Background: an optimization exercise with open tools, aiming at small area. Do not read the settings as production practice.
RTL that was checked went through simulation tests only; none was proved equivalent to the original.
The RTL of runs 1 to 3 and 7 was laid out without a check of its function.
Power is estimated from default activity; no workload was simulated. The flow treats the clock pin as an ideal source, which a real chip does not have.

`flow/config.mk`:
```
export PLATFORM = sky130hd
export DESIGN_NAME = ecc_input_loader
export DESIGN_NICKNAME = ecc_input_loader
export VERILOG_FILES = /design/flow/design.v
export SDC_FILE = /design/flow/constraint.sdc
export NUM_CORES = 4
export LEC_CHECK = 0
export CAP_MARGIN = 20
export CORE_MARGIN = 2
export CORE_UTILIZATION = 70
export CTS_BUF_LIST = sky130_fd_sc_hd__clkbuf_8
export CTS_CLUSTER_DIAMETER = 100
export CTS_CLUSTER_SIZE = 19
export SLEW_MARGIN = 20
```
`flow/constraint.sdc`:
```
create_clock -name core_clock -period 5.0 [get_ports {i_clk}]
set_input_delay 1.0000 -clock core_clock [delete_from_list [all_inputs] [get_ports {i_clk}]]
set_output_delay 1.0000 -clock core_clock [all_outputs]
set_load 0.01 [all_outputs]
```
`flow/design.v`:
```
module ecc_input_loader #(
   parameter  int DATA_W  = 64,
   localparam int N_WORDS = 768 / DATA_W
) (
   input  logic              i_clk,
   input  logic              i_rst_n,
   input  logic              i_in_valid,
   output logic              o_in_ready,
   input  logic [DATA_W-1:0] i_in_data,
   output logic              o_start,
   input  logic              i_core_ack,
   input  logic              i_core_done,
   output logic [255:0]      o_scalar,
   output logic [255:0]      o_px,
   output logic [255:0]      o_py
   ,
   output logic              o_range_err
);
   localparam logic [3:0] S_START = 4'd12;
   localparam logic [3:0] S_BUSY  = 4'd13;
   localparam logic [3:0] S_RST   = 4'd15;
   logic [3:0] s;
   logic       accept;
   assign o_in_ready = ~(s[3] & s[2]);
   assign o_start    = (s == S_START);
   assign accept     = i_in_valid & o_in_ready;
   always_ff @(posedge i_clk or negedge i_rst_n) begin
      if (!i_rst_n) begin
         s <= S_RST;
      end else if ((s == S_BUSY && i_core_done) || s == S_RST || s == 4'd14) begin
         s <= 4'd0;
      end else if (accept || (o_start && i_core_ack)) begin
         s <= s + 4'd1;
      end
   end
   always_ff @(posedge i_clk) begin
      if (accept) {o_scalar, o_px, o_py} <= {o_scalar[255-DATA_W:0], o_px, o_py, i_in_data};
   end
   logic r_all;    
   logic r_err;
   logic d_mid;    
   assign d_mid = &i_in_data[62:5];
   always_ff @(posedge i_clk) begin
      if (accept) begin
         if (s[3:2] == 2'b00) begin
            r_err <= 1'b0;
         end else if (s[1:0] == 2'b00) begin
            r_err <= r_err | i_in_data[63];
            r_all <= d_mid & (&i_in_data[4:0]);
         end else if (s[1:0] == 2'b11) begin
            r_err <= r_err | (r_all & i_in_data[63] & d_mid & (i_in_data[4:0] >= 5'd13));
         end else begin
            r_all <= r_all & i_in_data[63] & d_mid & (&i_in_data[4:0]);
         end
      end
   end
   assign o_range_err = r_err;
endmodule
```
`flow/flow/run.sh`:
```
#!/bin/bash
# Standard ORFS layout, with the port buffers made from the smallest buffer
# (buf_1), pins allowed on every routing track of the die edge, and clock tree
# synthesis without dummy loads.
set -euo pipefail
export BUFFER_PORTS_ARGS="-buffer_cell sky130_fd_sc_hd__buf_1"
export PLACE_PINS_ARGS="-min_distance 1 -min_distance_in_tracks"
export CTS_ARGS="-sink_clustering_enable -repair_clock_nets -dont_use_dummy_load -sink_clustering_size 19 -sink_clustering_max_diameter 100 -buf_list sky130_fd_sc_hd__clkbuf_8"
bash standard.sh finish > run_standard.log 2>&1
```
`flow/standard.sh`:
```
#!/bin/bash
# synth_recipe.tcl (not shown) runs the flow's synth.tcl, then flattens the netlist and writes it again
# the make line also repeats each setting of config.mk as NAME=value (left out here)
make -C /OpenROAD-flow-scripts/flow DESIGN_CONFIG=/design/flow/config.mk WORK_HOME=/design/flow/orfs CLKGATE_MAP_FILE= SYNTH_SCRIPT=/design/flow/synth_recipe.tcl "${@:-finish}"
```
==> results of run 1 <==
==> flip-flops by register name, summed over array words and instances, names as in the netlist <==
signal	count
r_all	1
s	4
r_err	1
o_px	256
o_py	256
o_scalar	256
==> critical path: cells and delay by family (launching register included) <==
family	cells	cell delay [ps]
adder cells (fa/ha/maj)	1	300
flip-flops	1	570
buffers and inverters	2	260
AND/OR/NAND/NOR	1	230
==> routing by layer <==
| metal | wire (um) | global-route usage, % |
|---|---|---|
| met2 | 25900 | 47.3 |
| met4 | 4810 | 22.7 |
| met3 | 8410 | 16.5 |
| met1 | 17300 | 34.7 |
| met5 | 15 | 0.275 |
==> area by class of cell <==
type	count	area share (%)
tap	448	1.99
inverter	4	0.0534
timing repair buffer	848	11.7
multi-input combinational	58	1.40
sequential	774	82.6
clock buffer	46	2.25
==> cell usage after synthesis, types with 2 or more instances <==
cell	count	area (um^2)
ha_1	4	50.1
nand2_1	4	15.0
and2_1	2	12.5
nor4_1	4	25.0
a21oi_1	4	20.0
nand4_1	15	93.8
a41oi_1	2	17.5
dfstp_2	4	105
nor2_1	7	26.3
edfxtp_1	770	23100
inv_1	4	15.0
a211oi_1	2	15.0
==> cells by family (layout without fill, tap and decap cells) <==
family,count (synthesis),in the layout,synth area share [%]
fa+ha+maj,4,4,0.212
buf+inv,5,898,0.111
xor+xnor,2,2,0.0741
flops,774,774,98.2
simple gates,38,38,0.900
compound gates,13,13,0.429
mux,1,1,0.0423
==> power by group <==
part / leakage (uW) / total [uW] / switching (uW) / internal (uW)
Sequential: 0.00752 / 9310 / 592 / 8720
Combinational: 0.00122 / 2270 / 1760 / 507
Clock: 0.000331 / 2480 / 1650 / 832
Total: 0.00907 / 14100 / 4000 / 10100
==> metrics by stage <==
step | std cells | hold WS [ps] | util (%)
after floorplan | 837 | 499 | -
after global routing | 2178 | 435 | 84.3
after detailed placement | 2132 | 430 | 82.4
after global placement | 2132 | 428 | 82.4
final | 2178 | 427 | 84.3
after CTS | 2178 | 424 | 84.3
==> worst paths after layout <==
check | from | end | slack, ps | cells past startpoint
max | s[0] | o_start | 2020 | 4
min | o_px[179] | o_px[243] | 430 | 0
max reg2reg | s[2] | o_px[83] | 2520 | 3
min reg2reg | o_px[179] | o_px[243] | 430 | 0
max in group asynchronous | i_rst_n | s[1] | 4520 | 1
min in group asynchronous | i_rst_n | s[3] | 460 | 1
==> run notes, run 1 <==
The repair_antennas step left the layout with diodes totalling 0. The final hold violation count came out at 0. The final antenna-violating net count came out at 0. The H-tree depth is 2. Setup violations remaining at the end of the flow were counted as 0. The clock net in this run drives a total of 774 sinks. The portion of the clock cycle consumed by the worst path in the final layout is 59.5%. After clock tree synthesis, the clock-pin slew on the worst setup and hold paths is 110 ps. Walking the worst path, the cells encountered are inv_1 > ha_1 > and3_4 > buf_1. In this run the clock root is driven by a clkbuf_8.

The total length of routed wires is 56400 um. The layout net count came out at 1805. The largest stage delay on the critical path came out at 570 ps.

The number of enable-type register cells in the synthesized netlist is 770. The netlist area before placement is 23600 um^2. Global routing consumed, over all layers together, 31.5% of the routing resources.

Synthesis produced a netlist with a net count of 910. After routing the design area is 28100 um^2. The worst setup path is launched from a flip-flop. The synthesis-to-layout area growth is 19.0%.

The top cell types in the final layout, fill and taps aside, are buf_1, edfxtp_1, clkbuf_8. The placement-stage cell area came out at 27500 um^2. The endpoint required time on the critical path is 4000 ps.

The initial standard-cell utilization of the core came out at 70.9%. The number of hold buffers added after CTS was 0. The synthesized flop and latch total is 774.

The most common flop cell mapped by yosys is edfxtp_1. The time the worst path needs with I/O delays and setup came out at 2980 ps. The detailed-route wire length per cell is 25.9 um. The pin count of the biggest net entering global routing is 129. The count of pins over their slew limit came to 0. The sum of negative setup slack came out at 0 ps. The reported max-cap violation count came out at 0. The area of the multi-input gates came out at 394 um^2.

The register area share after synthesis came out at 98.2%. The DRC violations left is 0. The share of synthesized registers carrying an async set or reset is 0.517%. The setup skew after layout came out at 54.0 ps. The setup slack after layout came out at 2020 ps.

The initial antenna violation count came to 1. The worst setup path category is reg -> out. The layout cell share with drive strength beyond 1 is 3.64%. The number of global-route vias before repair came out at 12020. The power density over cell area is 500 nW/um^2. The element type at the critical path end is an output port. The overall via count from detail_route came out at 12355. Setup repair after global routing left no endpoint under its margin. The first-pass GRT wire length is 78200 um. For this run, the number of Yosys warnings is 1. The die area is 35300 um^2. The worst slack at placement came out at 1880 ps. The worst voltage drop across the vdd grid came out at 0.331 mV.

The iteration-0 DRC count of the detailed router is 1000. TritonCTS built the clock tree. The transition time at the pin with the least slew margin is 932 ps. The clock latency on the worst-skew pair is 620 ps.

The number of different library cells used by synthesis comes to 27. Registers take 23200 um^2. The x dimension of the die is 188 um. The total grt overflow is 0. The filler cells instantiated in the layout total 1515.

Buffers inserted during clock tree synthesis total 46. The number of setup buffers added after CTS is 0. The synthesized area per cell came out at 28.2 um^2. The number of I/O port buffers is 839. In this run the static leakage power is 0.00907 uW. The fmax is 0.336 GHz. The most common cell after layout, fill and taps aside is buf_1. The total design power is 14100 uW. The slowest library cell on the worst path is dfstp_2. The floorplan step set the die height to 188 um.

The final weighted congestion in routability-driven placement came out at 0.963. The tightest slew margin relative to the limit is 37.3%. The arrival time of data at the critical path endpoint came out at 1980 ps. The buffer levels on the longest clock path is 3. The count of boundary I/O pins came out at 840.

Gates resized during post-CTS repair numbered 0. The per-cell via count in the routed design came out at 5.67. The core region is 33400 um^2.

The count of mapped cells out of synthesis came out at 837. The number of placement rows is 67. The worst hold path belongs to the class reg -> reg. The run finished with no timing, DRC or antenna violations. The worst-path maximum fanout is 6. The first-pass detailed-route iteration total came out at 5. The total half-perimeter wirelength after legalization and detailed placement came out at 43000 um.
==> run 2: changes to the inputs <==
==> flow/flow/run.sh (replaced) <==
#!/bin/bash
# Standard ORFS layout, with the port buffers made from the smallest buffer
# (buf_1) and pins allowed on every routing track of the die edge.
set -euo pipefail
export BUFFER_PORTS_ARGS="-buffer_cell sky130_fd_sc_hd__buf_1"
export PLACE_PINS_ARGS="-min_distance 1 -min_distance_in_tracks"
bash standard.sh finish > run_standard.log 2>&1
==> run 2 against run 1 <==
Still clean on timing, DRC and antenna. Setup slack improved by 11 ps. Clock skew decreased by 8.9 ps. Critical path type unchanged. Flip-flop and latch count unchanged. Highest routed layer unchanged. Count of clock-buffer cells in the layout increased by 3.
==> run notes, run 2 <==
The arrival time of data at the critical path endpoint is 1970 ps (about the same). On the critical path, the stage with the largest delay is an instance of dfstp_2. The synthesized area per cell is 28.2 um^2 (unchanged). The count of final setup violators is 0 (unchanged). STA classifies the critical path endpoint as an output port. The number of placement rows came out at 67 (unchanged).

Broken down by cell family, the worst path's largest delay share belongs to flip-flops. The per-cell via count in the routed design is 5.63 (-0.81%). The reported max-cap violation count came out at 0 (unchanged).

The die area was 35300 um^2 (unchanged). The pin count of the biggest net entering global routing came out at 129 (unchanged). The DRC violations left is 0 (unchanged). The endpoint required time on the critical path came out at 4000 ps (about the same). The initial standard-cell utilization of the core is 70.9% (unchanged).

The final antenna-violating net count is 0 (unchanged). The layout cell share with drive strength beyond 1 came out at 3.84% (+0.20 points). The number of CTS-inserted buffers was 46 (unchanged). The post-synth net total came out at 910 (unchanged). Of all cell types, the one taking the most synthesized area is edfxtp_1. The worst voltage drop across the vdd grid came out at 0.329 mV (-0.79%). The worst path buffer plus inverter count is 2 (unchanged). The fmax is 0.337 GHz (+0.38%). Counting instances in the post-synthesis netlist gives the leading cell types as edfxtp_1, nand4_1, nor2_1. The critical path is of the reg -> out type.

The number of global-route vias before repair is 11985 (-0.29%). The first-pass detailed-route iteration total came out at 5 (unchanged). The final weighted congestion in routability-driven placement came to 0.963 (unchanged). The worst slack at placement came to 1880 ps (unchanged). The number of warnings printed during yosys synthesis came out at 1 (unchanged). The layout net count came to 1805 (unchanged). The largest stage delay on the critical path is 570 ps (about the same). The aggregate global-route resource usage is 31.5% (-0.062 points).

The clock sink count was 774 (unchanged). The placeable core region is 33400 um^2 (unchanged). The clock-pin slew on the worst setup and hold paths came out at 110 ps (about the same).

The buffer levels on the longest clock path came out at 3 (unchanged). The cell sitting at the root of the clock tree is a clkbuf_8. The setup skew after layout came out at 45.2 ps (-8.87 ps). The count of pins over their slew limit came to 0 (unchanged). The number of hold buffers added after cts came out at 0 (unchanged). The register area share after synthesis is 98.2% (unchanged). The final hold violation count came out at 0 (unchanged). The overall via count from detail_route is 12334 (-0.17%). The number of enable-type register cells in the synthesized netlist is 770 (unchanged).

The total half-perimeter wirelength after legalization and detailed placement came out at 43000 um (unchanged). The most repeated cell in the gate-level netlist after synthesis is edfxtp_1. The most common flop cell mapped by yosys is edfxtp_1. The synthesis-to-layout area growth is 19.4%. The vertical extent of the die is 188 um (unchanged). The min-delay analysis places its worst path in the category reg -> reg.

The register-to-register setup slack is 2560 ps (+40 ps). The share of synthesized registers carrying an async set or reset is 0.517% (unchanged). The count of buffers added by post-CTS timing repair for setup came out at 0 (unchanged).

Setup repair after global routing left no endpoint under its margin. The setup slack after layout is 2030 ps (+11.4 ps). The number of diodes is 0 (unchanged). The worst-path maximum fanout came out at 6 (unchanged).

The transition time at the pin with the least slew margin was 979 ps (+46.2 ps). The portion of the clock cycle consumed by the worst path in the final layout is 59.3% (-0.23 points). The post-cts gate resize count is 0 (unchanged). The startpoint type of the worst setup path is a flip-flop. The total grt overflow is 0 (unchanged). The H-tree depth is 2 (unchanged). After synthesis, the cell types taking the most area are edfxtp_1, dfstp_2, nand4_1.

The total length of routed wires is 56200 um (-0.43%). The time the worst path needs with I/O delays and setup came out at 2970 ps (-11.4 ps). The count of mapped cells out of synthesis is 837 (unchanged).

The total design power is 14100 uW (+0.60%). The netlist area before placement is 23600 um^2 (unchanged). The tightest slew margin relative to the limit is 34.2% (-3.1 points). The initial antenna violation count is 1 (unchanged). Traced cell by cell, the critical path runs through inv_1 > ha_1 > and3_4 > buf_1. The detailed-route wire length per cell is 25.6 um (-1.1%). The number of I/O port buffers is 839 (unchanged). The power density over cell area came out at 501 nW/um^2 (+0.29%). The library cells used most frequently in the layout, excluding fill and tap cells, are buf_1, edfxtp_1, clkbuf_8. The flow ran to the end and the layout has no timing, DRC or antenna violations. The clock latency on the worst-skew pair came out at 610 ps (about the same).

The clock tree from TritonCTS is done. The leakage dissipation is 0.00915 uW (+0.83%). The iteration-0 DRC count of the detailed router came out at 958 (-4.2%). The area share of the largest cell type after synthesis was 97.8% (unchanged). The synthesized flop and latch total came to 774 (unchanged).

The count of boundary I/O pins came out at 840 (unchanged). The x dimension of the die is 188 um (unchanged). Leaving out fill and tap cells, the most frequent cell in the layout is buf_1. The post-synthesis cell type count was 27 (unchanged). The first-pass GRT wire length is 78100 um (about the same).
## run 2: cell types whose count changed in the layout (fill, tap and decap cells not counted), sizes merged
| cell | delta |
|---|---|
| clkinvlp | +1 |
| clkbuf | +3 |
| inv | +10 |
## run 2: cell type report
cell class	instances	area, um^2
fill	1507	5140
inverter	4	15.0
clock buffer	49	674
timing repair buffer	848	3300
sequential	774	23200
tap	448	561
multi-input combinational	58	394
clock inverter	11	45.0
## run 2: power by group
group          switching (uW)  total (uW)  internal, uW
Clock                    1680        2570           894
Combinational            1760        2260           508
Sequential                593        9310          8720
Total                    4030       14100         10100
## run 2: cells by family after synthesis
logic type / Yosys count / synth area share (%)
multiplexers: 1 / 0.0423
AO/OA/AOI/OAI: 13 / 0.429
flip-flops: 774 / 98.2
buffers and inverters: 5 / 0.111
adder cells (fa/ha/maj): 4 / 0.212
AND/OR/NAND/NOR: 38 / 0.900
XOR/XNOR: 2 / 0.0741
## run 2: per-layer routing
layer	track usage (%)	part of all wire [%]
met5	0.275	0.027
met4	22.6	8.6
met3	16.7	15
met2	47.4	46
met1	34.3	30
## run 2: path summary, 6_finish.rpt
kind	startpoint	to	depth (start not counted)
worst max-delay path	s[0]	o_start	4
worst min-delay path	o_px[179]	o_px[243]	0
worst max register to register	s[2]	o_scalar[68]	3
worst min register to register	o_px[179]	o_px[243]	0
max in group asynchronous	i_rst_n	s[1]	1
min in group asynchronous	i_rst_n	s[3]	1
## run 2: through the flow
stage / cell area, um^2 / std cells / setup TNS, ps / hold slack [ps] / util, %
after floorplan: 23600 / 837 / -1329160 / 499 / -
after global placement: 27500 / 2132 / 0 / 428 / 82.4
after detailed placement: 27500 / 2132 / 0 / 430 / 82.4
after CTS: 28200 / 2192 / 0 / 436 / 84.6
after global routing: 28200 / 2192 / 0 / 454 / 84.6
final: 28200 / 2192 / 0 / 445 / 84.6
==> run 3: changes to the inputs <==
==> flow/flow/run.sh (replaced) <==
#!/bin/bash
# Standard ORFS layout, with the port buffers made from the smallest buffer
# (buf_1), pins allowed on every routing track of the die edge, and clock tree
# synthesis without dummy loads.
set -euo pipefail
export BUFFER_PORTS_ARGS="-buffer_cell sky130_fd_sc_hd__buf_1"
export PLACE_PINS_ARGS="-min_distance 1 -min_distance_in_tracks"
export CTS_ARGS="-sink_clustering_enable -repair_clock_nets -dont_use_dummy_load -sink_clustering_size 30 -sink_clustering_max_diameter 100 -buf_list sky130_fd_sc_hd__clkbuf_16"
bash standard.sh finish > run_standard.log 2>&1
==> run 3 against run 2 <==
Still clean on timing, DRC and antenna. Routed wire length up 3.3%. Die area unchanged. Cell count down 1.4%. Setup slack better by 27 ps. Critical path depth unchanged. Core utilization about the same. Hold slack worse by 13 ps. Global-route usage up 0.97 points. Critical path type unchanged. Critical endpoint unchanged. Largest cell class unchanged.
==> run notes, run 3 <==
The detailed-route wire length per cell is 26.8 um (+4.8%). The post-cts gate resize count was 0 (unchanged). The total grt overflow is 0 (unchanged).

The number of hold buffers added after cts came out at 0 (unchanged). By count the netlist is led by edfxtp_1, nand4_1, nor2_1. The portion of the clock cycle consumed by the worst path in the final layout is 58.8% (-0.54 points). The path type of the worst min-delay path is reg -> reg. The first-pass GRT wire length came out at 80500 um (+3.0%). The arrival time of data at the critical path endpoint came to 1940 ps (-30 ps). The vertical extent of the die came out at 188 um (unchanged). The non-filler instance count after layout is 2161 (-1.4%). By area the synthesized netlist is led by edfxtp_1, dfstp_2, nand4_1. The first-pass detailed-route iteration total came to 5 (unchanged). The die area is 35300 um^2 (unchanged). The initial standard-cell utilization of the core came out at 70.9% (unchanged). The final design instance area without fill came out at 28200 um^2 (about the same). The netlist area before placement came out at 23600 um^2 (unchanged). The leakage dissipation is 0.00910 uW (-0.53%). The clock-pin slew on the worst setup and hold paths came out at 110 ps (about the same). The synthesized flop and latch total is 774 (unchanged). The count of final setup violators is 0 (unchanged). Setup repair after global routing left no endpoint under its margin. The final antenna-violating net count is 0 (unchanged). The post-synthesis cell type with the largest combined area is edfxtp_1. The clock sink count came out at 774 (unchanged). The count of pins over their slew limit came out at 0 (unchanged). The post-synth net total is 910 (unchanged). The most repeated cell in the gate-level netlist after synthesis is edfxtp_1. The worst setup path is captured at an output port. The number of diodes came out at 0 (unchanged). The buffer levels on the longest clock path is 3 (unchanged). In this run the worst setup path begins at s[0]. The pin count of the biggest net entering global routing was 129 (unchanged).

The total length of routed wires came out at 58000 um (+3.3%). The area share of the largest cell type after synthesis came out at 97.8% (unchanged). The placement-stage cell area is 27500 um^2 (unchanged). The fmax is 0.340 GHz (+0.93%). The initial antenna violation count came out at 1 (unchanged).

The synthesis-to-layout area growth came to 19.4% (about the same). The total half-perimeter wirelength after legalization and detailed placement came out at 43000 um (unchanged). The count of buffers added by post-CTS timing repair for setup came out at 0 (unchanged). The aggregate global-route resource usage was 32.4% (+0.97 points). The worst voltage drop across the vdd grid came out at 0.388 mV (+18%). The number of I/O port buffers is 839 (unchanged). The startpoint type of the worst setup path is a flip-flop. The tightest slew margin relative to the limit came out at 34.7% (+0.49 points). The number of warnings printed during yosys synthesis came out at 1 (unchanged). The x dimension of the die came out at 188 um (unchanged). The number of CTS-inserted buffers came to 29 (-37%). TritonCTS built the clock tree.

The run finished with no timing, DRC or antenna violations. The transition time at the pin with the least slew margin came to 971 ps (-7.34 ps). The number of enable-type register cells in the synthesized netlist came out at 770 (unchanged). The fill cell total of the finished layout came to 1471 (-2.4%). The per-cell via count in the routed design was 5.73 (+1.9%). The H-tree depth is 1 (-1). The overall via count from detail_route is 12385 (+0.41%). The final hold violation count is 0 (unchanged).

The worst hold path startpoint is o_px[177]. The count of boundary I/O pins is 840 (unchanged). The power density over cell area came to 508 nW/um^2 (+1.3%). The iteration-0 DRC count of the detailed router is 1015 (+5.9%).

The library cell used as clock root buffer is clkbuf_16. The DRC violations left came to 0 (unchanged). The reported max-cap violation count is 0 (unchanged). The register area share after synthesis is 98.2% (unchanged). The clock latency on the worst-skew pair came out at 590 ps (-20 ps).

Leaving out fill and tap cells, the most frequent cells in the layout are buf_1, edfxtp_1, clkbuf_16. The layout cell share with drive strength beyond 1 is 2.69% (-1.2 points). The share of synthesized registers carrying an async set or reset came out at 0.517% (unchanged). The number of placement rows came out at 67 (unchanged). The final weighted congestion in routability-driven placement came out at 0.963 (unchanged). The post-synthesis cell type count is 27 (unchanged). The time the worst path needs with I/O delays and setup is 2940 ps (-27.2 ps). The startpoint of the most critical register-to-register path is s[2].

The most used flip-flop cell after synthesis is edfxtp_1. The library cell used most frequently in the layout, excluding fill and tap cells, is buf_1. The cell total after placement came out at 2132 (unchanged). The layout net count came out at 1788 (-0.94%). The worst setup path category is reg -> out.

The register-to-register setup slack came out at 2540 ps (-20 ps). The worst-path maximum fanout is 6 (unchanged). The setup skew after layout came out at 21.9 ps (-23.3 ps). The count of mapped cells out of synthesis is 837 (unchanged). The number of global-route vias before repair came out at 12053 (+0.57%). The placeable core region was 33400 um^2 (unchanged). The endpoint required time on the critical path came out at 4000 ps (about the same). The synthesized area per cell is 28.2 um^2 (unchanged).
[run 3: cell counts after synthesis]
Identical to the previous run, type by type.
[run 3: metrics by stage]
stage	setup TNS (ps)	hold WS (ps)	utilization (%)	total power, uW	setup slack, ps
floorplan	-1329160	499	-	10500	-1730
CTS	0	426	84.6	14300	2070
global route	0	446	84.6	14800	2010
global placement	0	428	82.4	11500	1980
detailed placement	0	430	82.4	11700	1880
finish	0	432	84.6	14300	2060
[run 3: cells by family after synthesis]
| logic type | after synthesis | share of synthesized area [%] |
|---|---|---|
| adder cells (fa/ha/maj) | 4 | 0.212 |
| AND/OR/NAND/NOR | 38 | 0.900 |
| multiplexers | 1 | 0.0423 |
| buffers and inverters | 5 | 0.111 |
| AO/OA/AOI/OAI | 13 | 0.429 |
| flip-flops | 774 | 98.2 |
| XOR/XNOR | 2 | 0.0741 |
[run 3: worst max-delay path, cell delays in order, from the launching register on]
cell and delay, ps:
dfstp_2 570, inv_1 90, ha_1 290, and3_4 230, buf_1 170
[run 3: per-layer routing]
layer	vias to the layer above	routed length [um]	GRT usage [%]
met5	-	12	0
met4	2	5000	22.5
met3	265	8630	16.0
met2	981	27200	50.5
li1	5122	-	-
met1	6015	17200	34.9
[run 3: final timing paths]
| check | cells past startpoint | to |
|---|---|---|
| max | 4 | o_start |
| min | 0 | o_px[241] |
| max reg2reg | 3 | o_py[130] |
| min reg2reg | 0 | o_px[241] |
| max in group asynchronous | 1 | s[2] |
| min in group asynchronous | 1 | s[3] |
[run 3: cell type report]
type,instances,area (um^2),area share (%)
clock buffers,29,726,2.57
repair buffers,848,3300,11.7
well taps,448,561,1.99
flip-flops and latches,774,23200,82.3
multi-input cells,58,394,1.40
inverters,4,15.0,0.0532
[run 3: power breakdown]
group	switching, uW	leakage (uW)	internal [uW]
Clock	1680	0.000357	1040
Combinational	1770	0.00122	507
Sequential	615	0.00752	8720
==> run 4: changes to the inputs <==
--- a/flow/design.v
+++ b/flow/design.v
@@ -42,14 +42,11 @@
    assign d_mid = &i_in_data[62:5];
+   logic w_scalar, w_first, w_last;    
+   assign w_scalar = ~(s[3] | s[2]);
+   assign w_first  = ~(s[1] | s[0]);
+   assign w_last   = s[1] & s[0];
    always_ff @(posedge i_clk) begin
       if (accept) begin
-         if (s[3:2] == 2'b00) begin
-            r_err <= 1'b0;
-         end else if (s[1:0] == 2'b00) begin
-            r_err <= r_err | i_in_data[63];
-            r_all <= d_mid & (&i_in_data[4:0]);
-         end else if (s[1:0] == 2'b11) begin
-            r_err <= r_err | (r_all & i_in_data[63] & d_mid & (i_in_data[4:0] >= 5'd13));
-         end else begin
-            r_all <= r_all & i_in_data[63] & d_mid & (&i_in_data[4:0]);
-         end
+         r_all <= (w_first | r_all) & (w_first | i_in_data[63]) & d_mid & (&i_in_data[4:0]);
+         r_err <= ~w_scalar & (r_err | (w_first & i_in_data[63]) |
+                               (w_last & r_all & i_in_data[63] & d_mid & (i_in_data[4:0] >= 5'd13)));
       end
--- a/flow/flow/run.sh
+++ b/flow/flow/run.sh
@@ -7,3 +7,3 @@
 export PLACE_PINS_ARGS="-min_distance 1 -min_distance_in_tracks"
-export CTS_ARGS="-sink_clustering_enable -repair_clock_nets -dont_use_dummy_load -sink_clustering_size 30 -sink_clustering_max_diameter 100 -buf_list sky130_fd_sc_hd__clkbuf_16"
+export CTS_ARGS="-sink_clustering_enable -repair_clock_nets -dont_use_dummy_load -sink_clustering_size 19 -sink_clustering_max_diameter 100 -buf_list sky130_fd_sc_hd__clkbuf_8"
 bash standard.sh finish > run_standard.log 2>&1
==> run 4 against run 3 <==
Largest cell class unchanged. Largest power group unchanged. Count of clock-buffer cells in the layout rose by 17. Fmax increased by 1.7%. Die area is 0.19% lower.
==> run notes, run 4 <==
The count of pins over their slew limit came out at 0 (unchanged). The number of I/O port buffers came out at 839 (unchanged). The layout cell share with drive strength beyond 1 is 3.76% (+1.1 points). The detailed-route wire length per cell came out at 25.9 um (-3.4%).

The clock-pin slew on the worst setup and hold paths came out at 110 ps (about the same). The synthesized area per cell is 28.4 um^2 (+0.65%). The total half-perimeter wirelength after legalization and detailed placement is 42800 um (-0.34%).

The iteration-0 DRC count of the detailed router is 1000 (-1.5%). The total length of routed wires came out at 56400 um (-2.8%). The multiplexer area fraction after synthesis is 0.0424% (+0.000083 points).

The synthesis-to-layout area growth came out at 19.0%. The number of global-route vias before repair came out at 11633 (-3.5%). The clock latency on the worst-skew pair came to 600 ps (about the same). TritonCTS built the clock tree.

The DRC violations left is 0 (unchanged). The first-pass GRT wire length is 77700 um (-3.5%). In this run the worst hold path is classified as reg -> reg. The largest stage delay on the critical path is 570 ps (about the same).

The initial antenna violation count was 0 (-1). The slowest stage of the critical path belongs to the cell dfstp_2. STA classifies the critical path startpoint as a flip-flop.

By area, the combinational part of the netlist is dominated by simple AND/OR/NAND/NOR gates. The initial standard-cell utilization of the core is 70.7% (-0.14 points). The most common flop cell mapped by yosys is edfxtp_1. The final weighted congestion in routability-driven placement is 0.962 (-0.17%).

The number of hold buffers added after cts came out at 0 (unchanged). The tightest slew margin relative to the limit is 44.7% (+10 points). The area share of the largest cell type after synthesis came out at 98.0% (+0.19 points).

The synthesized flop and latch total is 774 (unchanged). The library cell used as clock root buffer is clkbuf_8. The count of boundary I/O pins came out at 840 (unchanged).

The share of power burned in registers is 66.2% (+1.1 points). The post-synthesis compound-gate area fraction is 0.376% (-0.052 points). The netlist area before placement came out at 23600 um^2 (-0.20%).

The switching share of total power came out at 28.4% (+0.070 points). The critical path is of the reg -> out type. The final hold violation count was 0 (unchanged). The register area share after synthesis came out at 98.4% (+0.19 points). By area the synthesized netlist is led by edfxtp_1, dfstp_2, nand4_1. The power density over cell area came out at 499 nW/um^2 (-1.7%).

The reported max-cap violation count came out at 0 (unchanged). The fmax is 0.346 GHz (+1.7%). The count of mapped cells out of synthesis is 830 (-0.84%). The xor and xnor area share after synthesis is 0.0371% (-0.037 points). The combinational share of power is 16.0% (about the same). The post-cts gate resize count was 0 (unchanged). The count of buffers added by post-CTS timing repair for setup is 0 (unchanged). The post-synthesis cell type with the largest combined area is edfxtp_1. The number of diodes came out at 0 (unchanged). Ranked by instance count, the synthesized netlist is headed by edfxtp_1, nand4_1, nor2_1. The leakage dissipation is 0.00906 uW (-0.42%).

The share of power burned in the clock network came to 17.8% (-1.2 points). Setup repair after global routing left no endpoint under its margin. The number of placement rows came out at 67 (unchanged). The switching power is 3980 uW (-2.0%). The post-synthesis cell type count came out at 23 (-15%). The share of synthesized registers carrying an async set or reset is 0.517% (unchanged). The buffer levels on the longest clock path is 3 (unchanged). The layout net count came to 1802 (+0.78%).

The critical path goes through inv_1 > ha_1 > and3_4 > buf_1. The clock sink count came out at 774 (unchanged). The aggregate global-route resource usage came to 31.5% (-0.92 points).

The internal power component came out at 10000 uW (-2.3%). The overall via count from detail_route is 12238 (-1.2%). The first-pass detailed-route iteration total came out at 5 (unchanged). The x dimension of the die is 188 um (about the same). The post-synth net total is 903 (-0.77%).

The transition time at the pin with the least slew margin is 822 ps (-150 ps). The worst-path maximum fanout came to 4 (-2). The number of CTS-inserted buffers came to 46 (+59%).

The pin count of the biggest net entering global routing is 145 (+12%). The library cell used most frequently in the layout, excluding fill and tap cells, is buf_1. Yosys instantiated no cell more often than edfxtp_1. The total grt overflow came out at 0 (unchanged). The endpoint required time on the critical path came out at 4000 ps (about the same). STA classifies the critical path endpoint as an output port. The time the worst path needs with I/O delays and setup came out at 2890 ps (-50.3 ps).

The portion of the clock cycle consumed by the worst path in the final layout was 57.8% (-1.0 points). The placeable core region is 33400 um^2 (unchanged). The number of enable-type register cells in the synthesized netlist came out at 770 (unchanged). The worst voltage drop across the vdd grid is 0.344 mV (-11%). The total design power came out at 14000 uW (-2.2%). The setup skew after layout was 27.3 ps (+5.37 ps). The number of warnings printed during yosys synthesis is 1 (unchanged). The final antenna-violating net count is 0 (unchanged). The vertical extent of the die came out at 188 um (about the same). The basic-gate share of the synthesized area counting and, or, nand and nor cells came out at 0.843% (-0.057 points).

The count of final setup violators is 0 (unchanged). The top cell types in the final layout, fill and taps aside, are buf_1, edfxtp_1, clkbuf_8. The arrival time of data at the critical path endpoint is 1890 ps (-50 ps). The H-tree depth was 2 (+1). The share of synthesized cell area in full adder, half adder and majority cells came to 0.212% (+0.00042 points).

The per-cell via count in the routed design came to 5.63 (-1.8%). The worst hold margin is 432 ps (+0.181 ps). The die area is 35200 um^2 (-0.19%). The flow ran to the end and the layout has no timing, DRC or antenna violations.
run 4: changes by cell type after synthesis:
cell      change
a31oi_1       -1
nand2_1       -1
o31a_1        -1
a21boi_0      +1
xor2_1        -1
o21a_1        -1
nor2_1        -1
buf_6         -1
o21bai_1      +1
a21oi_1       -1
or2_2         -1
run 4: layout make-up:
class	count	area [um^2]
Sequential cell	774	23200
Tap cell	448	561
Fill cell	1543	5280
Multi-Input combinational cell	52	359
Clock buffer	46	633
Timing Repair Buffer	851	3290
Inverter	4	15.0
run 4: worst max-delay path: cells and delay by family (launching register included):
family | cells | cell delay, ps
flops | 1 | 570
fa+ha+maj | 1 | 270
buf+inv | 2 | 220
simple gates | 1 | 220
run 4: worst paths after layout:
kind / cells past startpoint / from / end / slack, ps
worst min-delay path: 0 / o_py[62] / o_py[126] / 430
worst min register to register: 0 / o_py[62] / o_py[126] / 430
worst max-delay path: 4 / s[0] / o_start / 2110
min in group asynchronous: 1 / i_rst_n / s[1] / 480
max in group asynchronous: 1 / i_rst_n / s[3] / 4500
worst max register to register: 3 / s[2] / o_scalar[136] / 2550
run 4: metal layers:
metal / up-vias / GRT usage (%) / part of all wire, % / wire [um]
met5: - / 0 / 0 / 0
met1: 5939 / 35.0 / 31 / 17400
li1: 5125 / - / - / -
met3: 277 / 16.4 / 14 / 8140
met2: 897 / 46.6 / 45 / 25600
met4: 0 / 23.7 / 9.2 / 5210
run 4: cells by family (layout without fill, tap and decap cells):
kind of cell    Yosys count  count (layout)
flops                   774             774
simple gates             35              35
compound gates           11              11
fa+ha+maj                 4               4
buf+inv                   4             901
xor+xnor                  1               1
mux                       1               1
run 4: power by group through the flow:
stage | Combinational (uW) | Sequential (uW) | Clock [uW]
global route | 2330 | 9420 | 2730
global placement | 2160 | 9330 | 0
CTS | 2190 | 9300 | 2530
detailed placement | 2180 | 9440 | 0
floorplan | 389 | 10100 | 0
finish | 2240 | 9290 | 2490
run 4: metrics by stage:
stage / setup TNS [ps] / setup slack (ps) / cells / util [%] / area, um^2
after CTS: 0 / 2100 / 2175 / 84.2 / 28100
after floorplan: -1343170 / -1740 / 830 / - / 23600
after global routing: 0 / 2040 / 2175 / 84.2 / 28100
after detailed placement: 0 / 1960 / 2129 / 82.3 / 27500
final: 0 / 2110 / 2175 / 84.2 / 28100
after global placement: 0 / 2030 / 2129 / 82.3 / 27500
==> run 5: changes to the inputs <==
--- a/flow/flow/run.sh
+++ b/flow/flow/run.sh
@@ -7,3 +7,3 @@
 export PLACE_PINS_ARGS="-min_distance 1 -min_distance_in_tracks"
-export CTS_ARGS="-sink_clustering_enable -repair_clock_nets -dont_use_dummy_load -sink_clustering_size 19 -sink_clustering_max_diameter 100 -buf_list sky130_fd_sc_hd__clkbuf_8"
+export CTS_ARGS="-sink_clustering_enable -repair_clock_nets -dont_use_dummy_load -sink_clustering_size 20 -sink_clustering_max_diameter 80 -buf_list sky130_fd_sc_hd__clkbuf_8"
 bash standard.sh finish > run_standard.log 2>&1
--- a/flow/config.mk
+++ b/flow/config.mk
@@ -11,4 +11,5 @@
 export CTS_BUF_LIST = sky130_fd_sc_hd__clkbuf_8
-export CTS_CLUSTER_DIAMETER = 100
-export CTS_CLUSTER_SIZE = 19
+export CTS_CLUSTER_DIAMETER = 80
+export CTS_CLUSTER_SIZE = 20
+export GPL_TIMING_DRIVEN = 0
 export SLEW_MARGIN = 20
==> run 5 against run 4 <==
Critical endpoint unchanged. Clock power shrank 2%. Hold slack got worse by 3.2 ps. Largest cell class unchanged. Routed wire length shrank 0.38%. Critical path type unchanged. Sequential share of layout area fell by 0.57 points. Global-route usage decreased by 0.14 points. Still clean on timing, DRC and antenna. Highest routed layer is now met5. Flip-flop and latch count is the same.
==> run notes, run 5 <==
The run finished with no timing, DRC or antenna violations. The iteration-0 DRC count of the detailed router came out at 1021 (+2.1%). The depth of the worst hold-timing path came to 0 (unchanged). The post-synthesis cell type count came out at 23 (unchanged). The non-filler instance count after layout was 2178 (+0.14%).

The clock sink count came out at 774 (unchanged). The overall via count from detail_route came out at 12196 (-0.34%). The netlist area before placement is 23600 um^2 (unchanged).

The x dimension of the die is 188 um (unchanged). The number of CTS-inserted buffers was 44 (-4.3%). Relative to the synthesized area, the layout overhead comes to 19.8%.

The total grt overflow is 0 (unchanged). The post-cts gate resize count is 0 (unchanged). The worst voltage drop across the vdd grid is 0.341 mV (-0.63%). The worst setup path category is reg -> out. The clock latency on the worst-skew pair came out at 610 ps (about the same).

The register-to-register setup slack was 2130 ps (-420 ps). The transition time at the pin with the least slew margin came to 630 ps (-192 ps). TritonCTS built the clock tree.

The first-pass GRT wire length is 77600 um (-0.18%). The total length of routed wires is 56200 um (-0.38%). The initial standard-cell utilization of the core came to 70.7% (unchanged).

The cell total after placement came out at 2131 (+0.094%). In this run the most critical hold path is launched from o_py[114]. The count of mapped cells out of synthesis came out at 830 (unchanged). The worst register-to-register path ends at o_px[176].

The post-synth net total is 903 (unchanged). The endpoint required time on the critical path came out at 4000 ps (about the same). The initial antenna violation count is 4 (+4). The first-pass detailed-route iteration total is 7 (+2). The number of placement rows is 67 (unchanged). The count of pins over their slew limit is 0 (unchanged).

The synthesized flop and latch total is 774 (unchanged). The time the worst path needs with I/O delays and setup is 2920 ps (+35.5 ps). The worst register-to-register path begins at s[2]. The reported max-cap violation count came out at 0 (unchanged). STA classifies the critical path startpoint as a flip-flop. The pin count of the biggest net entering global routing is 65 (-55%).

The worst-case hold path end point is o_py[178]. The number of enable-type register cells in the synthesized netlist is 770 (unchanged). The share of synthesized registers carrying an async set or reset is 0.517% (unchanged). The element type at the critical path end is an output port. The path type of the worst min-delay path is reg -> reg. The number of hold buffers added after cts came to 0 (unchanged). The sum of negative setup slack is 0 ps (unchanged).

The count of final setup violators came out at 0 (unchanged). The post-synthesis cell type with the largest combined area is edfxtp_1. The placeable core region came to 33400 um^2 (unchanged).

The library cell used most frequently in the layout, excluding fill and tap cells, is buf_1. Sorting the synthesized cells by area gives the leading types as edfxtp_1, dfstp_2, nand4_1. The worst reg-to-reg path cell count is 6 (+3). The tightest slew margin relative to the limit came out at 57.6% (+13 points).

The per-cell via count in the routed design is 5.60 (-0.48%). The die area came out at 35200 um^2 (unchanged). The fill cell total of the finished layout came out at 1524 (-1.2%). The count of boundary I/O pins came out at 840 (unchanged). The final antenna-violating net count is 0 (unchanged). The final weighted congestion in routability-driven placement came out at 0.930 (-3.3%). The portion of the clock cycle consumed by the worst path in the final layout came out at 58.5% (+0.71 points). The DRC violations left came out at 0 (unchanged).

The arrival time of data at the critical path endpoint came out at 1920 ps (+30 ps). In the post-synthesis netlist, the cell with the most instances is edfxtp_1. Counting instances in the post-synthesis netlist gives the leading cell types as edfxtp_1, nand4_1, nor2_1.

The register area share after synthesis is 98.4% (unchanged). The total half-perimeter wirelength after legalization and detailed placement is 42800 um (about the same). The layout cell share with drive strength beyond 1 is 3.76% (unchanged).

For this run, the leading register cell type out of synthesis is edfxtp_1. The number of warnings printed during yosys synthesis came out at 1 (unchanged). The area share of the largest cell type after synthesis came out at 98.0% (unchanged). The worst-path maximum fanout was 4 (unchanged). The fmax came out at 0.342 GHz (-1.2%).

The synthesized area per cell came out at 28.4 um^2 (unchanged). The leakage dissipation was 0.00913 uW (+0.80%). The layout net count came out at 1802 (unchanged). The final hold violation count is 0 (unchanged).

The aggregate global-route resource usage came out at 31.4% (-0.14 points). The detailed-route wire length per cell came to 25.8 um (-0.51%). The number of global-route vias before repair is 11808 (+1.5%). Leaving out fill and tap cells, the most frequent cells in the layout are buf_1, edfxtp_1, clkbuf_8. The H-tree depth came to 2 (unchanged). The clock-pin slew on the worst setup and hold paths came out at 110 ps (about the same). The number of I/O port buffers came to 839 (unchanged). The total design power came out at 14000 uW (about the same). The setup skew after layout is 48.6 ps (+21.3 ps).

The power density over cell area is 496 nW/um^2 (-0.64%). Setup repair after global routing left no endpoint under its margin. The vertical extent of the die came out at 188 um (unchanged).

The buffer levels on the longest clock path is 3 (unchanged). The count of buffers added by post-CTS timing repair for setup is 0 (unchanged). The tree is rooted in a clkbuf_8.
-- run 5: cell counts after synthesis --
No cell type changed its count.
-- run 5: power by group --
| group | internal (uW) | total (uW) | switching, uW |
|---|---|---|---|
| registers | 8710 | 9260 | 556 |
| clock network | 798 | 2450 | 1650 |
| logic | 553 | 2320 | 1770 |
-- run 5: critical path, cell delays in order (launching register included) --
cell     delay (ps)
dfstp_2         570
inv_1            80
ha_1            280
and3_4          230
buf_1           160
-- run 5: layout make-up --
cell class	count	area [um^2]	share of cell area [%]
Antenna cell	3	7.51	0.0265
Clock buffer	44	606	2.14
Multi-Input combinational cell	52	359	1.27
Timing Repair Buffer	853	3500	12.4
Tap cell	448	561	1.98
Sequential cell	774	23200	82.1
Inverter	4	15.0	0.0531
-- run 5: per-stage QoR --
step	cell area (um^2)	hold slack [ps]	worst slack, ps	util [%]
global route	28300	449	1960	84.8
finish	28300	429	2080	84.8
floorplan	23600	499	-1740	-
CTS	28300	436	2060	84.7
global placement	27300	427	-3550	81.9
detailed placement	27700	430	1520	82.9
-- run 5: layer usage --
layer | part of all wire, % | track usage, %
met1 | 29 | 33.1
met2 | 47 | 48.0
met3 | 15 | 16.0
met4 | 9.4 | 24.2
met5 | 0.048 | 0
-- run 5: logic make-up after synthesis --
logic type | count (synthesis) | share of synthesized area (%)
flops | 774 | 98.4
fa+ha+maj | 4 | 0.212
simple gates | 35 | 0.843
mux | 1 | 0.0424
xor+xnor | 1 | 0.0371
compound gates | 11 | 0.376
buf+inv | 4 | 0.0636
-- run 5: worst max-delay path by stage --
stage	to	startpoint	cells past startpoint
finish	o_start	s[0]	4
global route	o_scalar[154]	s[2]	6
CTS	o_start	s[0]	4
detailed placement	o_scalar[199]	i_in_valid	6
global placement	o_scalar[239]	i_in_valid	2
floorplan	o_px[0]	i_in_valid	1
==> run 6: changes to the inputs <==
--- a/flow/config.mk
+++ b/flow/config.mk
@@ -11,5 +11,4 @@
 export CTS_BUF_LIST = sky130_fd_sc_hd__clkbuf_8
-export CTS_CLUSTER_DIAMETER = 80
-export CTS_CLUSTER_SIZE = 20
-export GPL_TIMING_DRIVEN = 0
+export CTS_CLUSTER_DIAMETER = 100
+export CTS_CLUSTER_SIZE = 19
 export SLEW_MARGIN = 20
==> run 6 against run 5 <==
Critical path depth stayed put. Still clean. Via count increased by 0.80%. Synthesized cell count unchanged. Hold slack better by 3.1 ps.
==> run notes, run 6 <==
The flow ran to the end and the layout has no timing, DRC or antenna violations. The power density over cell area came to 498 nW/um^2 (+0.40%). Walking the worst path, the cells encountered are inv_1 > ha_1 > and3_4 > buf_1. The x dimension of the die was 188 um (unchanged). Counting instances in the post-synthesis netlist gives the leading cell types as edfxtp_1, nand4_1, nor2_1.

The share of synthesized cell area in full adder, half adder and majority cells came out at 0.212% (unchanged). The worst hold path belongs to the class reg -> reg. The first-pass detailed-route iteration total came out at 5 (-2). The largest stage delay on the critical path came to 580 ps (about the same).

The total half-perimeter wirelength after legalization and detailed placement was 42800 um (about the same). The number of CTS-inserted buffers was 44 (unchanged). The share of power burned in the clock network is 17.4% (about the same).

The synthesized flop and latch total came out at 774 (unchanged). The time the worst path needs with I/O delays and setup came out at 2880 ps (-48.5 ps). In this run the critical register-to-register path is launched from s[2]. The die area came out at 35200 um^2 (unchanged). Setup repair after global routing left no endpoint under its margin.

The basic-gate share of the synthesized area counting and, or, nand and nor cells came to 0.843% (unchanged). STA classifies the critical path startpoint as a flip-flop. The post-synth net total is 903 (unchanged). The library cell used as clock root buffer is clkbuf_8. The H-tree depth is 2 (unchanged). The layout net count is 1800 (-0.11%). The reported max-cap violation count came out at 0 (unchanged). The worst setup path is captured at an output port. In this run the critical register-to-register path is captured at o_py[239]. The fmax came out at 0.348 GHz (+1.7%). The arrival time of data at the critical path endpoint came out at 1880 ps (-40 ps). The worst hold path startpoint is o_py[62]. The number of diodes was 0 (-3). The final antenna-violating net count is 0 (unchanged). The layout cell share with drive strength beyond 1 came out at 3.65% (-0.11 points). The DRC violations left is 0 (unchanged). The clock tree from TritonCTS is done. The clock sink count is 774 (unchanged). The post-synthesis compound-gate area fraction came out at 0.376% (unchanged). Among all flip-flop cells after synthesis, the most frequent one is edfxtp_1.

By area the synthesized netlist is led by edfxtp_1, dfstp_2, nand4_1. The top cell types in the final layout, fill and taps aside, are buf_1, edfxtp_1, clkbuf_8. The count of pins over their slew limit came out at 0 (unchanged).

The count of mapped cells out of synthesis was 830 (unchanged). The combinational share of power came out at 16.1% (-0.4 points). The first-pass GRT wire length is 77600 um (about the same). The clock latency on the worst-skew pair is 600 ps (about the same). By area, the combinational part of the netlist is dominated by simple AND/OR/NAND/NOR gates.

The utilization after layout is 84.1% (-0.67 points). The worst voltage drop across the vdd grid is 0.365 mV (+6.8%). The synthesis-to-layout area growth came out at 18.9%.

The clock-pin slew on the worst setup and hold paths is 120 ps (about the same). The switching power came out at 3970 uW (about the same). The total length of routed wires is 56500 um (+0.57%). By startpoint and endpoint, the worst setup path is classified as reg -> out. The xor and xnor area share after synthesis is 0.0371% (unchanged). The per-cell via count in the routed design came out at 5.66 (+1.0%). The worst-path maximum fanout came to 4 (unchanged). The switching share of total power is 28.4% (+0.10 points). The netlist area before placement came out at 23600 um^2 (unchanged).

The detailed-route wire length per cell was 26.0 um (+0.80%). The placeable core region is 33400 um^2 (unchanged). The portion of the clock cycle consumed by the worst path in the final layout came out at 57.5% (-0.97 points). By instance count, the leading cell after synthesis is edfxtp_1. The aggregate global-route resource usage came to 31.4% (+0.035 points). For hold timing, the worst endpoint is o_py[126]. The initial antenna violation count is 0 (-4). The post-cts gate resize count is 0 (unchanged). The tightest slew margin relative to the limit is 46.0% (-12 points). The endpoint required time on the critical path was 4000 ps (about the same). The count of final setup violators is 0 (unchanged).

The depth of the worst hold-timing path is 0 (unchanged). The number of I/O port buffers is 839 (unchanged). The number of hold buffers added after cts was 0 (unchanged). The number of enable-type register cells in the synthesized netlist was 770 (unchanged). The leakage dissipation came out at 0.00904 uW (-0.95%). The largest individual stage delay along the critical path comes from the cell dfstp_2. The count of buffers added by post-CTS timing repair for setup came to 0 (unchanged). The internal power component came to 10000 uW (-0.53%). The worst hold margin is 432 ps (+3.05 ps). The vertical extent of the die came out at 188 um (unchanged). The total grt overflow came to 0 (unchanged). The share of power burned in registers is 66.5% (+0.5 points). The share of synthesized registers carrying an async set or reset came out at 0.517% (unchanged). The fill cell total of the finished layout is 1546 (+1.4%). The overall via count from detail_route is 12294 (+0.80%).

The final hold violation count is 0 (unchanged). The count of boundary I/O pins is 840 (unchanged). The final weighted congestion in routability-driven placement is 0.962 (+3.4%). The register area share after synthesis is 98.4% (unchanged). The transition time at the pin with the least slew margin came out at 803 ps (+173 ps). The number of warnings printed during yosys synthesis is 1 (unchanged). The initial standard-cell utilization of the core came out at 70.7% (unchanged).

The iteration-0 DRC count of the detailed router came out at 1032 (+1.1%). The most common cell after layout, fill and taps aside is buf_1. edfxtp_1 takes more of the synthesized area than any other cell. The total design power is 14000 uW (-0.39%). The number of global-route vias before repair came to 11716 (-0.78%). The buffer levels on the longest clock path was 3 (unchanged). The register-to-register setup slack came out at 2520 ps (+390 ps). The worst reg-to-reg path cell count is 3 (-3). The post-synthesis cell type count is 23 (unchanged). The number of placement rows is 67 (unchanged).

The pin count of the biggest net entering global routing is 145 (+120%). The area share of the largest cell type after synthesis came to 98.0% (unchanged). The setup skew after layout is 35.6 ps (-13.0 ps). The synthesized area per cell is 28.4 um^2 (unchanged).

The multiplexer area fraction after synthesis is 0.0424% (unchanged).
## run 6: cell counts after synthesis
Identical to the previous run, type by type.
## run 6: routing by layer
layer,global-route usage [%],vias up,routed length (um)
li1,-,5129,-
met1,34.4,5978,17300
met2,47.1,920,25800
met3,16.1,267,8290
met4,23.4,0,5080
met5,0,-,0
## run 6: cells by family after synthesis
group                    count (synthesis)
AO/OA/AOI/OAI                           11
XOR/XNOR                                 1
multiplexers                             1
AND/OR/NAND/NOR                         35
flip-flops                             774
adder cells (fa/ha/maj)                  4
buffers and inverters                    4
## run 6: per-stage QoR
stage                TNS, ps  worst slack, ps  instance area (um^2)  std cells
floorplan           -1343170            -1740                 23600        830
global placement           0             2030                 27500       2129
detailed placement         0             1960                 27500       2129
CTS                        0             2110                 28100       2173
global route               0             2050                 28100       2173
finish                     0             2120                 28100       2173
## run 6: area by class of cell
cell class                      instances  area [um^2]  area share (%)
Clock buffer                           44          606            2.16
Sequential cell                       774        23200            82.8
Multi-Input combinational cell         52          359            1.28
Timing Repair Buffer                  851         3290            11.7
Tap cell                              448          561            2.00
Inverter                                4         15.0          0.0535
## run 6: power by group through the flow
stage / Combinational, uW / Clock (uW) / Sequential [uW]
floorplan: 389 / 0 / 10100
global placement: 2160 / 0 / 9330
detailed placement: 2180 / 0 / 9440
CTS: 2190 / 2480 / 9300
global route: 2330 / 2660 / 9420
finish: 2250 / 2440 / 9290
## run 6: worst max-delay path by stage
stage	from	to	slack, ps	cells after the start
final	s[0]	o_start	2120	4
after floorplan	i_in_valid	o_px[0]	-1740	1
after global routing	s[0]	o_start	2050	4
after CTS	s[0]	o_start	2110	4
after global placement	i_in_valid	o_scalar[235]	2030	3
after detailed placement	i_in_valid	o_py[239]	1960	3
## run 6: critical path, delay by kind of cell (launching register included)
family                     cells  cell delay (ps)
and+or+nand+nor                1              220
adders and majority gates      1              270
buffers and inverters          2              220
DFF                            1              580
==> run 7: changes to the inputs <==
--- a/flow/design.v
+++ b/flow/design.v
@@ -35,5 +35,8 @@
    end
+   logic [767:0] vec;
    always_ff @(posedge i_clk) begin
-      if (accept) {o_scalar, o_px, o_py} <= {o_scalar[255-DATA_W:0], o_px, o_py, i_in_data};
+      for (int k = 0; k < N_WORDS; k++)
+         if (accept && s == 4'(k)) vec[767 - DATA_W*k -: DATA_W] <= i_in_data;
    end
+   assign {o_scalar, o_px, o_py} = vec;
    logic r_all;    
==> run 7 against run 6 <==
Cell count is 1.2% higher. Critical path depth stayed put. Synthesized cell count is 2.5% higher. Final area is 0.91% higher. Fmax is 2.0% lower. Largest power group unchanged. Still clean on timing, DRC and antenna. Critical path type unchanged. Routed wire length is 18% higher. Sequential share of layout area is 0.75 points lower.
==> run notes, run 7 <==
The clock-pin slew on the worst setup and hold paths was 120 ps (about the same). The count of final setup violators was 0 (unchanged).

The placeable core region came out at 33400 um^2 (+0.25%). The worst setup path is captured at an output port. The most repeated cell in the gate-level netlist after synthesis is edfxtp_1. The total design power is 12000 uW (-14%).

The clock latency on the worst-skew pair came out at 630 ps (+30 ps). The count of pins over their slew limit came to 0 (unchanged). The setup skew after layout is 51.8 ps (+16.2 ps). The area of the multi-input gates is 518 um^2 (+44%). The initial antenna violation count is 1 (+1). The DRC violations left came out at 0 (unchanged).

The total half-perimeter wirelength after legalization and detailed placement is 46100 um (+7.6%). The path class of the tightest hold or removal check is in -> async. The number of warnings printed during yosys synthesis came out at 1 (unchanged).

The synthesis-to-layout area growth came out at 19.6%. The buffer levels on the longest clock path is 3 (unchanged). Counting instances in the post-synthesis netlist gives the leading cell types as edfxtp_1, nor2_1, nand4_1, nand2_1. The detailed-route wire length per cell was 30.4 um (+17%). The utilization after layout was 84.6% (+0.56 points).

The vertical extent of the die is 188 um (+0.17%). The post-synthesis cell type count came out at 24 (+4.3%). The most common cell after layout, fill and taps aside is buf_1. The register area share after synthesis came out at 98.1% (-0.34 points). The clock sink count is 774 (unchanged). Ranked by total cell area, the synthesized netlist is headed by edfxtp_1, dfstp_2, nand4_1. The total length of routed wires came out at 66900 um (+18%). The root buffer cell chosen for the clock tree is clkbuf_8.

The final weighted congestion in routability-driven placement came out at 0.961 (about the same). In this run the critical register-to-register path is captured at vec[509]. The number of I/O port buffers came to 839 (unchanged). The transition time at the pin with the least slew margin is 998 ps (+194 ps).

The number of enable-type register cells in the synthesized netlist came to 770 (unchanged). Of all cell types, the one taking the most synthesized area is edfxtp_1. The worst setup path is launched from a flip-flop. The startpoint identified for the worst register-to-register timing path is s[0]. Leaving out fill and tap cells, the most frequent cells in the layout are buf_1, edfxtp_1, clkbuf_8.

The first-pass GRT wire length is 91500 um (+18%). The first-pass detailed-route iteration total is 5 (unchanged). The fmax is 0.341 GHz (-2.0%). The final hold violation count came out at 0 (unchanged).

The die area is 35300 um^2 (+0.34%). The worst hold margin is 449 ps (+17.1 ps). The largest stage delay on the critical path came out at 570 ps (about the same). The fill cell total of the finished layout came to 1489 (-3.7%). The iteration-0 DRC count of the detailed router came out at 1706 (+65%).

The area share of the largest cell type after synthesis was 97.6% (-0.34 points). The count of mapped cells out of synthesis is 851 (+2.5%). The initial standard-cell utilization of the core came out at 70.8% (about the same).

The power density over cell area is 424 nW/um^2 (-15%). The worst voltage drop across the vdd grid was 0.299 mV (-18%). The time the worst path needs with I/O delays and setup is 2930 ps (+57.9 ps).

The post-synth net total is 924 (+2.3%). For this run, the leading register cell type out of synthesis is edfxtp_1. The pin count of the biggest net entering global routing came out at 52 (-64%). The worst reg-to-reg path cell count came out at 5 (+2).

The arrival time of data at the critical path endpoint is 1930 ps (+50 ps). The endpoint required time on the critical path is 4000 ps (about the same). The sum of negative setup slack came to 0 ps (unchanged). Ranked by flip-flop count, first place goes to vec.

The H-tree depth came to 2 (unchanged). The portion of the clock cycle consumed by the worst path in the final layout came out at 58.7% (+1.2 points). The layout net count is 1826 (+1.4%). The count of buffers added by post-CTS timing repair for setup came out at 0 (unchanged). The worst-path maximum fanout is 5 (+1).

The synthesized area per cell is 27.8 um^2 (-2.1%). The critical path goes through inv_1 > ha_1 > and3_4 > buf_1. The total grt overflow was 0 (unchanged). The register-to-register setup slack came out at 2470 ps (-50 ps). The number of CTS-inserted buffers came out at 44 (unchanged). The number of hold buffers added after cts is 0 (unchanged). The x dimension of the die is 188 um (+0.17%).

The run finished with no timing, DRC or antenna violations. The leakage dissipation was 0.00860 uW (-4.9%). The count of boundary I/O pins is 840 (unchanged). The tightest slew margin relative to the limit is 33.3% (-13 points). The final antenna-violating net count is 0 (unchanged). The number of global-route vias before repair is 12189 (+4.0%). The synthesized flop and latch total is 774 (unchanged). The area taken by flip-flops and latches came to 23200 um^2 (unchanged).

The setup slack after layout is 2070 ps (-57.9 ps). The slowest library cell on the worst path is dfstp_2. The worst setup path category is reg -> out. The number of placement rows is 67 (unchanged). The share of synthesized registers carrying an async set or reset is 0.517% (unchanged). The post-cts gate resize count came out at 0 (unchanged). The worst slack at placement is 1910 ps (-56.4 ps). The netlist area before placement was 23700 um^2 (+0.35%). The number of flip-flops in the largest register came out at 768. The per-cell via count in the routed design is 5.96 (+5.3%). Setup repair after global routing left no endpoint under its margin.

The layout cell share with drive strength beyond 1 is 4.63% (+0.97 points). The overall via count from detail_route is 13103 (+6.6%). The reported max-cap violation count is 0 (unchanged). TritonCTS built the clock tree. The aggregate global-route resource usage came out at 37.8% (+6.4 points).
## run 7: routing by layer
| layer | global-route usage, % | share of wire, % | vias up | wire [um] |
|---|---|---|---|---|
| met2 | 57.5 | 46 | 1295 | 30800 |
| li1 | - | - | 5195 | - |
| met5 | 0 | 0 | - | 0 |
| met3 | 17.1 | 16 | 261 | 10600 |
| met4 | 21.0 | 7.0 | 0 | 4690 |
| met1 | 45.9 | 31 | 6352 | 20800 |
## run 7: how the worst max path moves through the flow
stage,startpoint,end,slack (ps)
global route,s[0],o_start,1980
global placement,i_in_valid,vec[507],1940
finish,s[0],o_start,2070
detailed placement,i_in_valid,vec[507],1910
CTS,s[0],o_start,2060
floorplan,i_in_valid,vec[100],750
## run 7: cell families after synthesis
family	count (synthesis)	synth area share [%]
buffers and inverters	5	0.111
AO/OA/AOI/OAI	10	0.328
flip-flops	774	98.1
multiplexers	1	0.0423
adder cells (fa/ha/maj)	4	0.211
AND/OR/NAND/NOR	56	1.19
XOR/XNOR	1	0.0370
## run 7: through the flow
step | cell area [um^2] | instances
global placement | 27700 | 2155
finish | 28300 | 2200
floorplan | 23700 | 851
detailed placement | 27700 | 2155
global route | 28300 | 2200
CTS | 28300 | 2199
## run 7: report_power, final
part / internal [uW] / total, uW / switching [uW]
logic: 300 / 1530 / 1230
registers: 7830 / 8000 / 170
clock network: 798 / 2480 / 1680
total: 8930 / 12000 / 3080
## run 7: area by class of cell
type | instances | area share, %
timing repair buffer | 857 | 12.0
sequential | 774 | 82.0
multi-input combinational | 72 | 1.83
tap | 448 | 1.98
inverter | 4 | 0.0530
antenna | 1 | 0.00884
clock buffer | 44 | 2.14
## run 7: critical path: cells and delay by family (launching register included)
kind / cells / cell delay, ps
adders and majority gates: 1 / 290
and+or+nand+nor: 1 / 230
DFF: 1 / 570
buffers and inverters: 2 / 240
==> run 8: changes to the inputs <==
--- a/flow/design.v
+++ b/flow/design.v
@@ -35,8 +35,5 @@
    end
-   logic [767:0] vec;
    always_ff @(posedge i_clk) begin
-      for (int k = 0; k < N_WORDS; k++)
-         if (accept && s == 4'(k)) vec[767 - DATA_W*k -: DATA_W] <= i_in_data;
+      if (accept) {o_scalar, o_px, o_py} <= {o_scalar[255-DATA_W:0], o_px, o_py, i_in_data};
    end
-   assign {o_scalar, o_px, o_py} = vec;
    logic r_all;    
--- a/flow/flow/run.sh
+++ b/flow/flow/run.sh
@@ -7,3 +7,3 @@
 export PLACE_PINS_ARGS="-min_distance 1 -min_distance_in_tracks"
-export CTS_ARGS="-sink_clustering_enable -repair_clock_nets -dont_use_dummy_load -sink_clustering_size 20 -sink_clustering_max_diameter 80 -buf_list sky130_fd_sc_hd__clkbuf_8"
+export CTS_ARGS="-sink_clustering_enable -repair_clock_nets -dont_use_dummy_load -sink_clustering_size 10 -sink_clustering_max_diameter 60 -buf_list sky130_fd_sc_hd__clkbuf_4"
 bash standard.sh finish > run_standard.log 2>&1
==> run 8 against run 7 <==
Still clean. Routed wire length shrank 15%. Fmax shrank 3.3%. Combinational power up 47%. Setup slack got worse by 100 ps. Largest power group unchanged.
==> run notes, run 8 <==
The run finished with no timing, DRC or antenna violations. The overall via count from detail_route was 12550 (-4.2%). The layout cell share with drive strength beyond 1 is 6.00% (+1.4 points). The count of buffers added by post-CTS timing repair for setup came out at 0 (unchanged). The share of synthesized registers carrying an async set or reset is 0.517% (unchanged). The placeable core region came out at 33400 um^2 (-0.25%). The first-pass detailed-route iteration total came to 5 (unchanged). The pin count of the biggest net entering global routing is 145 (+180%). The clock tree from TritonCTS is done. The vertical extent of the die came to 188 um (-0.17%). The arrival time of data at the critical path endpoint is 2030 ps (+100 ps).

The iteration-0 DRC count of the detailed router came out at 1015 (-41%). The initial standard-cell utilization of the core is 70.7% (about the same). The number of warnings printed during yosys synthesis is 1 (unchanged). The clock-pin slew on the worst setup and hold paths is 110 ps (about the same).

The fmax is 0.330 GHz (-3.3%). The number of I/O port buffers came out at 839 (unchanged). In the layout the commonest cells are buf_1, edfxtp_1, clkbuf_4. The fill cell total of the finished layout is 1586 (+6.5%). The largest stage delay on the critical path is 570 ps (about the same). The routing usage on met3 is 17.6% (+0.56 points). The count of pins over their slew limit is 0 (unchanged). The aggregate global-route resource usage is 31.9% (-5.9 points). The endpoint required time on the critical path is 4000 ps (about the same). The layout net count came out at 1843 (+0.93%). The count of boundary I/O pins came to 840 (unchanged). The synthesis-to-layout area growth came out at 19.1%. The count of final setup violators came to 0 (unchanged). The die area came out at 35200 um^2 (-0.34%).

The final weighted congestion in routability-driven placement is 0.962 (about the same). The H-tree depth came out at 3 (+1). The per-cell via count in the routed design came out at 5.66 (-5.0%).

The total design power is 14100 uW (+17%). The number of global-route vias before repair was 11987 (-1.7%). The total grt overflow is 0 (unchanged). The total half-perimeter wirelength after legalization and detailed placement is 42800 um (-7.1%). The worst hold margin came out at 325 ps (-125 ps). The total length of routed wires was 56800 um (-15%). The transition time at the pin with the least slew margin was 810 ps (-187 ps). The number of CTS-inserted buffers is 87 (+98%). In this run the most used layer during global routing was met2. The synthesized design spends more area on one cell type than any other, namely edfxtp_1. The post-synth net total was 903 (-2.3%). In this design, the largest share of critical-path delay is due to flip-flops. The worst-path maximum fanout is 4 (-1). The post-synthesis cell type count came out at 23 (-4.2%). The register area share after synthesis is 98.4% (+0.34 points). The number of placement rows is 67 (unchanged). The portion of the clock cycle consumed by the worst path in the final layout is 60.7% (+2.0 points). The initial antenna violation count is 1 (unchanged). Setup repair after global routing left no endpoint under its margin.

The final hold violation count is 0 (unchanged). The post-cts gate resize count came to 0 (unchanged). The power density over cell area is 500 nW/um^2 (+18%). The final antenna-violating net count is 0 (unchanged). For this design, the slowest cell found on the critical path is dfstp_2.

The setup slack after layout came to 1970 ps (-101 ps). The worst slack at placement is 1960 ps (+56.4 ps). The number of enable-type register cells in the synthesized netlist is 770 (unchanged).

The worst path buffer plus inverter count came out at 2 (unchanged). The synthesized area per cell was 28.4 um^2 (+2.2%). Walking the worst path, the cells encountered are inv_1 > ha_1 > and3_4 > buf_1. The critical path in this run is classified as reg -> out. The clock sink count came out at 774 (unchanged). The setup skew after layout came out at 41.9 ps (-9.90 ps).

The area share of the largest cell type after synthesis came out at 98.0% (+0.34 points). The most used flip-flop cell after synthesis is edfxtp_1. The clock latency on the worst-skew pair is 770 ps (+140 ps).

The leakage dissipation is 0.00913 uW (+6.2%). By count the netlist is led by edfxtp_1, nand4_1, nor2_1. Yosys instantiated no cell more often than edfxtp_1. The utilization after layout came to 84.2% (-0.41 points). The worst voltage drop across the vdd grid came out at 0.381 mV (+28%). The x dimension of the die was 188 um (-0.17%). The tightest slew margin relative to the limit is 45.5% (+12 points). The buffer levels on the longest clock path was 3 (unchanged). The number of hold buffers added after cts is 0 (unchanged). By area the synthesized netlist is led by edfxtp_1, dfstp_2, nand4_1. The root buffer cell chosen for the clock tree is clkbuf_4. The global routing usage on met1 is 34.6% (-11 points). The count of mapped cells out of synthesis came to 830 (-2.5%).

The DRC violations left is 0 (unchanged). The detailed-route wire length per cell is 25.6 um (-16%). The startpoint type of the worst setup path is a flip-flop. The library cell used most frequently in the layout, excluding fill and tap cells, is buf_1. The element type at the critical path end is an output port. In this run the worst hold path is classified as in -> async. The netlist area before placement came out at 23600 um^2 (-0.35%). The first-pass GRT wire length came out at 78200 um (-15%). The synthesized flop and latch total was 774 (unchanged). The reported max-cap violation count was 0 (unchanged). The met2 global-route usage came out at 46.9% (-11 points). The time the worst path needs with I/O delays and setup was 3030 ps (+101 ps).
==> run 8: metrics by stage <==
step           cells  instance area (um^2)  TNS (ps)
2_1_floorplan    830                 23600  -1343170
3_3_place_gp    2129                 27500         0
3_5_place_dp    2129                 27500         0
4_1_cts         2216                 28100         0
5_1_grt         2217                 28100         0
6_report        2217                 28100         0
==> run 8: worst paths after layout <==
check,from,endpoint,slack (ps),depth (start not counted)
min in group core_clock,o_px[50],o_px[114],420,0
max reg2reg,s[2],o_py[181],2580,3
min reg2reg,o_px[50],o_px[114],420,0
max in group asynchronous,i_rst_n,s[0],4650,1
min,i_rst_n,s[3],320,1
max,s[0],o_start,1970,4
==> run 8: power breakdown <==
part | switching, uW | total [uW] | leakage [uW] | internal (uW)
Sequential | 566 | 9280 | 0.00752 | 8720
Combinational | 1760 | 2250 | 0.00121 | 487
Clock | 1730 | 2530 | 0.000400 | 803
Total | 4050 | 14100 | 0.00913 | 10000
==> run 8: layer usage <==
metal / share of wire (%) / wire length (um) / up-vias
met1: 30 / 17100 / 6010
met5: 0 / 0 / -
met4: 8.5 / 4810 / 0
met3: 16 / 8900 / 276
li1: - / - / 5256
met2: 46 / 25900 / 1008
==> run 8: area by class of cell <==
type	instances	area [um^2]	share of cell area (%)
Inverter	4	15.0	0.0534
Clock buffer	87	653	2.32
Sequential cell	774	23200	82.6
Antenna cell	1	2.50	0.00890
Tap cell	448	561	1.99
Timing Repair Buffer	851	3290	11.7
Multi-Input combinational cell	52	359	1.28
==> run 8: kinds of logic (layout without fill, tap and decap cells) <==
| logic type | count (synthesis) | in the layout | share of synthesized area (%) |
|---|---|---|---|
| adders and majority gates | 4 | 4 | 0.212 |
| buffers and inverters | 4 | 942 | 0.0636 |
| other | 0 | 1 | 0 |
| muxes | 1 | 1 | 0.0424 |
| DFF | 774 | 774 | 98.4 |
| and+or+nand+nor | 35 | 35 | 0.843 |
| xor gates and xnor gates | 1 | 1 | 0.0371 |
| AOI/OAI and AO/OA | 11 | 11 | 0.376 |
==> run 8: worst reg2reg max path: cells and delay by family, from the launching register on <==
| kind | cells | cell delay, ps |
|---|---|---|
| and+or+nand+nor | 2 | 900 |
| buffers and inverters | 1 | 620 |
| DFF | 1 | 420 |

Re-timed with assumed drivers on the ports (clkbuf_16 on the clock, buf_2 on other inputs), run 8 has 1.921 ns of setup slack against 1.966 ns with ideal ports, and 1.940 ns once port delays also move by the mid clock arrival of 0.794 ns.
